From an optimization exercise on the open Yosys and OpenROAD flow, aimed at small area; shortcuts taken in it are not production practice. The RTL was checked by simulation tests, not by an equivalence proof against the original design. Power figures rest on the tool's default switching activity, not on a simulated workload.

==> design/flow/config.mk <==
export PLATFORM = sky130hd
export DESIGN_NAME = ws_systolic_top
export DESIGN_NICKNAME = ws_systolic_top
export VERILOG_FILES = /design/flow/design.v
export SDC_FILE = /design/flow/constraint.sdc
export NUM_CORES = 4
export LEC_CHECK = 0
export CAP_MARGIN = 20
export CORE_MARGIN = 2
export CORE_UTILIZATION = 40
export SLEW_MARGIN = 20
==> design/flow/constraint.sdc <==
create_clock -name core_clock -period 7.2 [get_ports {clk}]
set_input_delay 1.4400 -clock core_clock [delete_from_list [all_inputs] [get_ports {clk}]]
set_output_delay 1.4400 -clock core_clock [all_outputs]
set_load 0.01 [all_outputs]
==> design/flow/design.v <==
`default_nettype none
package sa_pkg;
    typedef logic [16-1:0] word_t;
    typedef word_t [4-1:0] row_bus_t;   
    typedef word_t [4-1:0] col_bus_t;   
    typedef logic [$clog2(4)-1:0] row_idx_t;
    typedef row_idx_t [4-1:0] proxy_idx_bus_t;
    typedef struct packed {
        logic stat_bit;
        logic out_select;
        logic op2_select;
    } ctl_t;
    typedef enum logic [1:0] {
        MODE_IDLE,
        MODE_LOAD,
        MODE_MATMUL
    } pe_mode_e;
    typedef enum logic {
        PROXY_TBD,   
        PROXY_SET
    } proxy_state_e;
endpackage
`default_nettype wire
`default_nettype none
module ws_pe (
    input  logic             clk,
    input  logic             rst,
    input  sa_pkg::pe_mode_e mode,
    input  sa_pkg::word_t    top,
    input  sa_pkg::word_t    left,
    output sa_pkg::word_t    bottom,
    output sa_pkg::word_t    right
);
    sa_pkg::word_t weight_q;   
    sa_pkg::word_t sum_q;
    sa_pkg::word_t pass_q;     
    always_ff @(posedge clk) begin
        if (rst) begin
            weight_q <= '0;
            sum_q    <= '0;
            pass_q   <= '0;
        end else begin
            case (mode)
                sa_pkg::MODE_LOAD: begin
                    weight_q <= top;
                    sum_q    <= top;
                end
                sa_pkg::MODE_MATMUL: begin
                    sum_q  <= top + left * weight_q;   
                    pass_q <= left;
                end
                default: begin
                end
            endcase
        end
    end
    assign bottom = sum_q;
    assign right  = pass_q;
endmodule
`default_nettype wire
`default_nettype none
module ws_array (
    input  logic                              clk,
    input  logic                              rst,
    input  sa_pkg::pe_mode_e                  mode,
    input  logic [4*16-1:0]      left_in,     
    input  logic [4*16-1:0]      top_in,      
    input  logic [4*$clog2(4)-1:0] proxy_idx,
    output logic [4*16-1:0]      bottom_out,
    output logic [4*16-1:0]      right_out,
    output logic [4*16-1:0]      proxy_out
);
    localparam int W  = 16;
    localparam int IW = $clog2(4);
    logic [4*4*W-1:0] ver;
    logic [4*4*W-1:0] hor;
    genvar r, c;
    generate
        for (r = 0; r < 4; r = r + 1) begin : row_genblk
            for (c = 0; c < 4; c = c + 1) begin : col_genblk
                logic [W-1:0] pe_top;
                logic [W-1:0] pe_left;
                if (r == 0) begin : top_edge
                    assign pe_top = top_in[c*W +: W];
                end else begin : top_peer
                    assign pe_top = ver[((r-1)*4 + c)*W +: W];
                end
                if (c == 0) begin : left_edge
                    assign pe_left = left_in[r*W +: W];
                end else begin : left_peer
                    assign pe_left = hor[(r*4 + c - 1)*W +: W];
                end
                ws_pe u_pe (
                    .clk    (clk),
                    .rst    (rst),
                    .mode   (mode),
                    .top    (pe_top),
                    .left   (pe_left),
                    .bottom (ver[(r*4 + c)*W +: W]),
                    .right  (hor[(r*4 + c)*W +: W])
                );
            end
        end
        for (c = 0; c < 4; c = c + 1) begin : bottom_genblk
            assign bottom_out[c*W +: W] = ver[((4-1)*4 + c)*W +: W];
        end
        for (r = 0; r < 4; r = r + 1) begin : right_genblk
            assign right_out[r*W +: W] = hor[(r*4 + 4-1)*W +: W];
        end
        for (c = 0; c < 4; c = c + 1) begin : proxy_genblk
            logic [IW-1:0] sel;
            logic [W-1:0]  tap;
            assign sel = proxy_idx[c*IW +: IW];
            always_comb begin
                tap = '0;
                for (int k = 0; k < 4; k++) begin
                    if (sel == IW'(k)) tap = ver[(k*4 + c)*W +: W];
                end
            end
            assign proxy_out[c*W +: W] = tap;
        end
    endgenerate
endmodule
`default_nettype wire
`default_nettype none
module array_control (
    input  logic                                 clk,
    input  logic                                 rst,
    input  sa_pkg::ctl_t                         ctl,
    input  logic [4*16-1:0]         top_in,
    output sa_pkg::pe_mode_e                     mode,
    output logic [4*$clog2(4)-1:0] proxy_idx,
    output logic [4-1:0]                  proxy_valid
);
    localparam int W  = 16;
    localparam int IW = $clog2(4);
    sa_pkg::proxy_state_e         state_q;
    logic [IW-1:0]                row_cnt_q;   
    logic [4*W-1:0]        min_w_q;
    logic [4*IW-1:0]       idx_q;
    logic [4-1:0]          found_q;     
    logic [4-1:0]          take_min;
    logic                         tracking;
    always_comb begin
        if (ctl.op2_select && !ctl.out_select) begin
            mode = sa_pkg::MODE_LOAD;
        end else if (ctl.out_select && !ctl.op2_select && ctl.stat_bit) begin
            mode = sa_pkg::MODE_MATMUL;
        end else begin
            mode = sa_pkg::MODE_IDLE;
        end
    end
    assign tracking = (state_q == sa_pkg::PROXY_TBD) && (mode == sa_pkg::MODE_LOAD);
    always_ff @(posedge clk) begin
        if (rst) begin
            state_q   <= sa_pkg::PROXY_TBD;
            row_cnt_q <= IW'(4 - 1);
        end else begin
            case (state_q)
                sa_pkg::PROXY_TBD: begin
                    if (mode == sa_pkg::MODE_LOAD) begin
                        row_cnt_q <= row_cnt_q - IW'(1);
                        if (row_cnt_q == '0) begin   
                            state_q <= sa_pkg::PROXY_SET;
                        end
                    end else if (mode == sa_pkg::MODE_MATMUL) begin
                        state_q <= sa_pkg::PROXY_SET;   
                    end
                end
                default: begin
                    state_q <= sa_pkg::PROXY_SET;   
                end
            endcase
        end
    end
    always_comb begin
        for (int c = 0; c < 4; c++) begin
            take_min[c] = tracking && (!found_q[c] || (top_in[c*W +: W] < min_w_q[c*W +: W]));
        end
    end
    always_ff @(posedge clk) begin
        if (rst) begin
            found_q <= '0;
            idx_q   <= '0;
        end else begin
            for (int c = 0; c < 4; c++) begin
                if (take_min[c]) begin
                    found_q[c]         <= 1'b1;
                    idx_q[c*IW +: IW]  <= row_cnt_q;
                end
            end
        end
    end
    always_ff @(posedge clk) begin
        for (int c = 0; c < 4; c++) begin
            if (take_min[c]) begin
                min_w_q[c*W +: W] <= top_in[c*W +: W];
            end
        end
    end
    assign proxy_idx = idx_q;
    always_comb begin
        for (int c = 0; c < 4; c++) begin
            proxy_valid[c] = (state_q == sa_pkg::PROXY_SET) && found_q[c];
        end
    end
endmodule
`default_nettype wire
`default_nettype none
module ws_systolic_top (
    input  logic                clk,
    input  logic                rst,
    input  sa_pkg::ctl_t        ctl,
    input  logic [4*16-1:0] left_in,      
    input  logic [4*16-1:0] top_in,       
    output logic [4*16-1:0] bottom_out,
    output logic [4*16-1:0] right_out,
    output logic [4*16-1:0] proxy_out,
    output logic [4-1:0] proxy_valid
);
    sa_pkg::pe_mode_e       mode;        
    logic [4*$clog2(4)-1:0] proxy_idx;
    array_control u_ctrl (
        .clk         (clk),
        .rst         (rst),
        .ctl         (ctl),
        .top_in      (top_in),
        .mode        (mode),
        .proxy_idx   (proxy_idx),
        .proxy_valid (proxy_valid)
    );
    ws_array u_array (
        .clk        (clk),
        .rst        (rst),
        .mode       (mode),
        .left_in    (left_in),
        .top_in     (top_in),
        .proxy_idx  (proxy_idx),
        .bottom_out (bottom_out),
        .right_out  (right_out),
        .proxy_out  (proxy_out)
    );
endmodule
`default_nettype wire
==> design/flow/run.sh <==
#!/bin/bash
# synth_recipe.tcl (not shown) runs the flow's synth.tcl, then flattens the netlist and writes it again
# the make line also repeats each setting of config.mk as NAME=value (left out here)
make -C /OpenROAD-flow-scripts/flow DESIGN_CONFIG=/design/flow/config.mk WORK_HOME=/design/flow/orfs CLKGATE_MAP_FILE= SYNTH_SCRIPT=/design/flow/synth_recipe.tcl finish
==> flow_metrics.tcl <==
set metrics [dict create \
    outcome "timing/DRC/antenna clean" \
    synthAdderAreaFrac 0.3961 \
    drive_gt1_frac 0.04614 \
    finalSetupTns_ps 0 \
    synthSimpleGateAreaFrac 0.1643 \
    final_antenna_net_count 0 \
    required_ps 7870 \
    start_util 0.4017 \
    max_freq_ghz 0.1540 \
    cts_tree "done" \
    numCtsBuffers 108 \
    synth_ff_type "dfxtp_1" \
    dieArea_sq_um 264700 \
    wl_per_cell_um 20.08 \
    synth_edf_count 64 \
    fillers 25800 \
    critPathLaunchType "input pin" \
    routabilityCongestion 0.9308 \
    layout_common_cells "inv_1 (2582), nand2_1 (2528), fa_1 (1504), ha_1 (893), and2_1 (868)" \
    h-tree-depth 3 \
    cap_violations 0 \
    final_common_cell "inv_1" \
    power_leakage_nw 52.62 \
    fin_skew_ps 35.33 \
    grt_pass1_wl_mm 504.2 \
    drt-pass1-iter-count 6 \
    drc 0 \
    fin_area_sq_um 115000 \
    placed_area_sq_um 111100 \
    ioPinCount 329 \
    routed_wl_mm 319.6 \
    yosys.area.top_type "fa_1" \
    hold_viol 0 \
    cp-end-kind "flop" \
    cts_hold_buf 0 \
    synth_cell_type_count 54 \
    synth_seq_area_share 0.1688 \
    setup_viol 0 \
    grt_pass1_vias 83460 \
    avgSynthCellArea_sq_um 8.399 \
    die_h_um 514.5 \
    ctsResizeCount 0 \
    synth_top_area_share 0.2889 \
    hp-class "reg2reg" \
    port_buffers 328 \
    antenna_found_initial 19 \
    final_cells 15920 \
    synth_area_leaders "fa_1 (29%), dfxtp_1 (15%), ha_1 (11%)" \
    grt-ovfl-total 0 \
    path_clk_slew_ps 60 \
    ir_drop_v 0.0002036 \
    crit_type "in2reg" \
    rsz0062_at_grt "false" \
    timing.slew.headroom 0.2873 \
    fin_crit_sh 0.9021 \
    layout_setup_ws_ps 704.8 \
    ys_seq_elements 847 \
    syn_area_sq_um 104200 \
    dp_hpwl_mm 250.1 \
    synth-compound-area-share 0.08357 \
    rows 187 \
    arrival_ps 7160 \
    worst_pin_slew_ps 1068 \
    synth.net_count 14940 \
    post-cts-setup-buffers 0 \
    coreArea_sq_um 259500 \
    vias 80770 \
    synthMuxAreaShare 0.01645 \
    synth_top_family_by_area "adder cells" \
    synth_xor_xnor_area_share 0.05390 \
    track_usage 0.2464 \
    insertion_delay_ps 790 \
    area_growth_pct 10.35 \
    layout_min_cycle_time_ps 6495 \
    synthArstFlopShare 0 \
    grt_start_max_net_pins 168 \
    clk_path_buf_depth 3 \
    report.final.slew_viol_count 0 \
    p_per_area_nw_per_um2 125.2 \
    root_buffer "clkbuf_16" \
    place_ws_ps -136.6 \
    fp.dieW_um 514.5 \
    ys.warnings.count 3 \
    worst-path-max-fanout 5 \
    syn_inst 12410 \
    final_nets 14940 \
    dp.cells 15700 \
    via_per_inst 5.075 \
    drt-initial-drc-count 5601 \
    clock-sinks 847 \
]
==> synthesized netlist by cell type (all sizes together), types with 9 or more instances <==
cell and number:
inv 2582, nand2 2529, fa 1504, ha 893, and2 868, a21oi 794, dfxtp 783, clkbuf 565
xnor2 472, nor2 257, xor2 118, o21ai 116, buf 84, a311oi 79, o21a 79, nand2b 72
o221a 69, edfxtp 64, mux4 64, a21o 59, a2111oi 34, nor3 32, a31oi 31, a211oi 30
nand3 30, or2 26, o21bai 20, o211ai 16, o22ai 16, or3 16, xnor3 16, mux2 14
o2111ai 14, nor3b 12, o31ai 12, mux2i 10, nand4 9
==> registers in the layout (all words and copies together) (netlist names) <==
signal and count:
u_ctrl.state_q 1, u_ctrl.found_q 4, u_ctrl.idx_q 8, u_ctrl.row_cnt_q 2, u_array.row_genblk.col_genblk.u_pe.pass_q 256, u_array.row_genblk.col_genblk.u_pe.weight_q 256, u_array.row_genblk.col_genblk.u_pe.sum_q 256, u_ctrl.min_w_q 64
==> kinds of logic (layout without fill, tap and decap cells) <==
group,Yosys count,count (layout)
flip-flops,847,847
XOR/XNOR,606,606
multiplexers,88,88
AO/OA/AOI/OAI,1380,1380
buffers and inverters,3231,3326
adder cells (fa/ha/maj),2397,2397
other,0,9
AND/OR/NAND/NOR,3861,3861
==> layer usage <==
metal | GRT usage | vias to the layer above | wire (um) | share of wire
met1 | 0.3278 | 40430 | 137200 | 0.43
met5 | 0 | - | 133 | 0.00042
li1 | - | 37550 | - | -
met3 | 0.03718 | 470 | 20400 | 0.064
met2 | 0.4125 | 2296 | 151400 | 0.47
met4 | 0.07358 | 20 | 10460 | 0.033
==> final cells by class <==
cell class	count	area [sq um]	area share
well taps	3402	4257	0.03701
clock buffers	142	3109	0.02703
clock inverters	64	814.5	0.007082
diodes	9	22.52	0.0001958
repair buffers	538	5040	0.04382
multi-input cells	8332	74490	0.6476
flip-flops and latches	847	17600	0.1530
inverters	2582	9692	0.08426
==> metrics by stage <==
stage	hold slack (ps)	total power, mW	utilization
2_1_floorplan	436.4	7.156	-
6_report	450.1	14.40	0.4433
5_1_grt	471.6	15.05	0.4433
4_1_cts	454.4	14.54	0.4432
3_3_place_gp	441.9	8.389	0.4281
3_5_place_dp	446.1	8.413	0.4281
==> final timing paths <==
check	start	to	slack, ps	depth (start not counted)
worst min register to register	flop	flop	450	2
worst max-delay path	left_in[24]	flop	700	19
worst min-delay path	flop	flop	450	2
worst max register to register	flop	flop	1000	18
==> where the power goes <==
part	switching [mW]	total, mW	leakage, nW	internal, mW
clock network	2.49	6.09	1.91	3.60
logic	1.71	2.92	43.7	1.21
registers	0.446	5.38	6.97	4.94
total	4.65	14.4	52.6	9.75
==> critical path, cell delays in order <==
cell and delay (ps):
clkdlybuf4s50_1 660, and2_1 280, fa_1 480, inv_1 60
fa_1 570, fa_1 460, fa_1 570, inv_1 50
fa_1 470, inv_1 50, fa_1 480, inv_1 40
ha_1 280, a21oi_1 180, nor3b_1 290, nand2_1 140
a31oi_4 200, xnor2_1 100, a2111oi_2 340

[what the ideal ports hide]
In the flow no input, the clock included, has a driving cell. The finished layout below was timed again as built, in two steps.
Step 1 (the two cells are an assumption about what drives the block):
set clk [get_ports {clk}]
set_driving_cell -lib_cell sky130_fd_sc_hd__clkbuf_16 $clk
set_driving_cell -lib_cell sky130_fd_sc_hd__buf_2 [delete_from_list [all_inputs] $clk]
Step 2, shift: input delay + t, output delay - t, t = (earliest + latest rising clock arrival at the registers) / 2. This alone moves slack from input paths to output paths.
a / b / c = ideal ports / drivers / drivers and shift; a / b = the first two.
t, ns: 0.875
setup WS [ns]: 0.705 / 0.776 / -0.098
cell pins on the clock port's net: 1
With both steps, setup timing fails in this run, where it was met with ideal ports. The setup slack of this run moves by +0.071 ns with the drivers and by -0.803 ns with both steps.
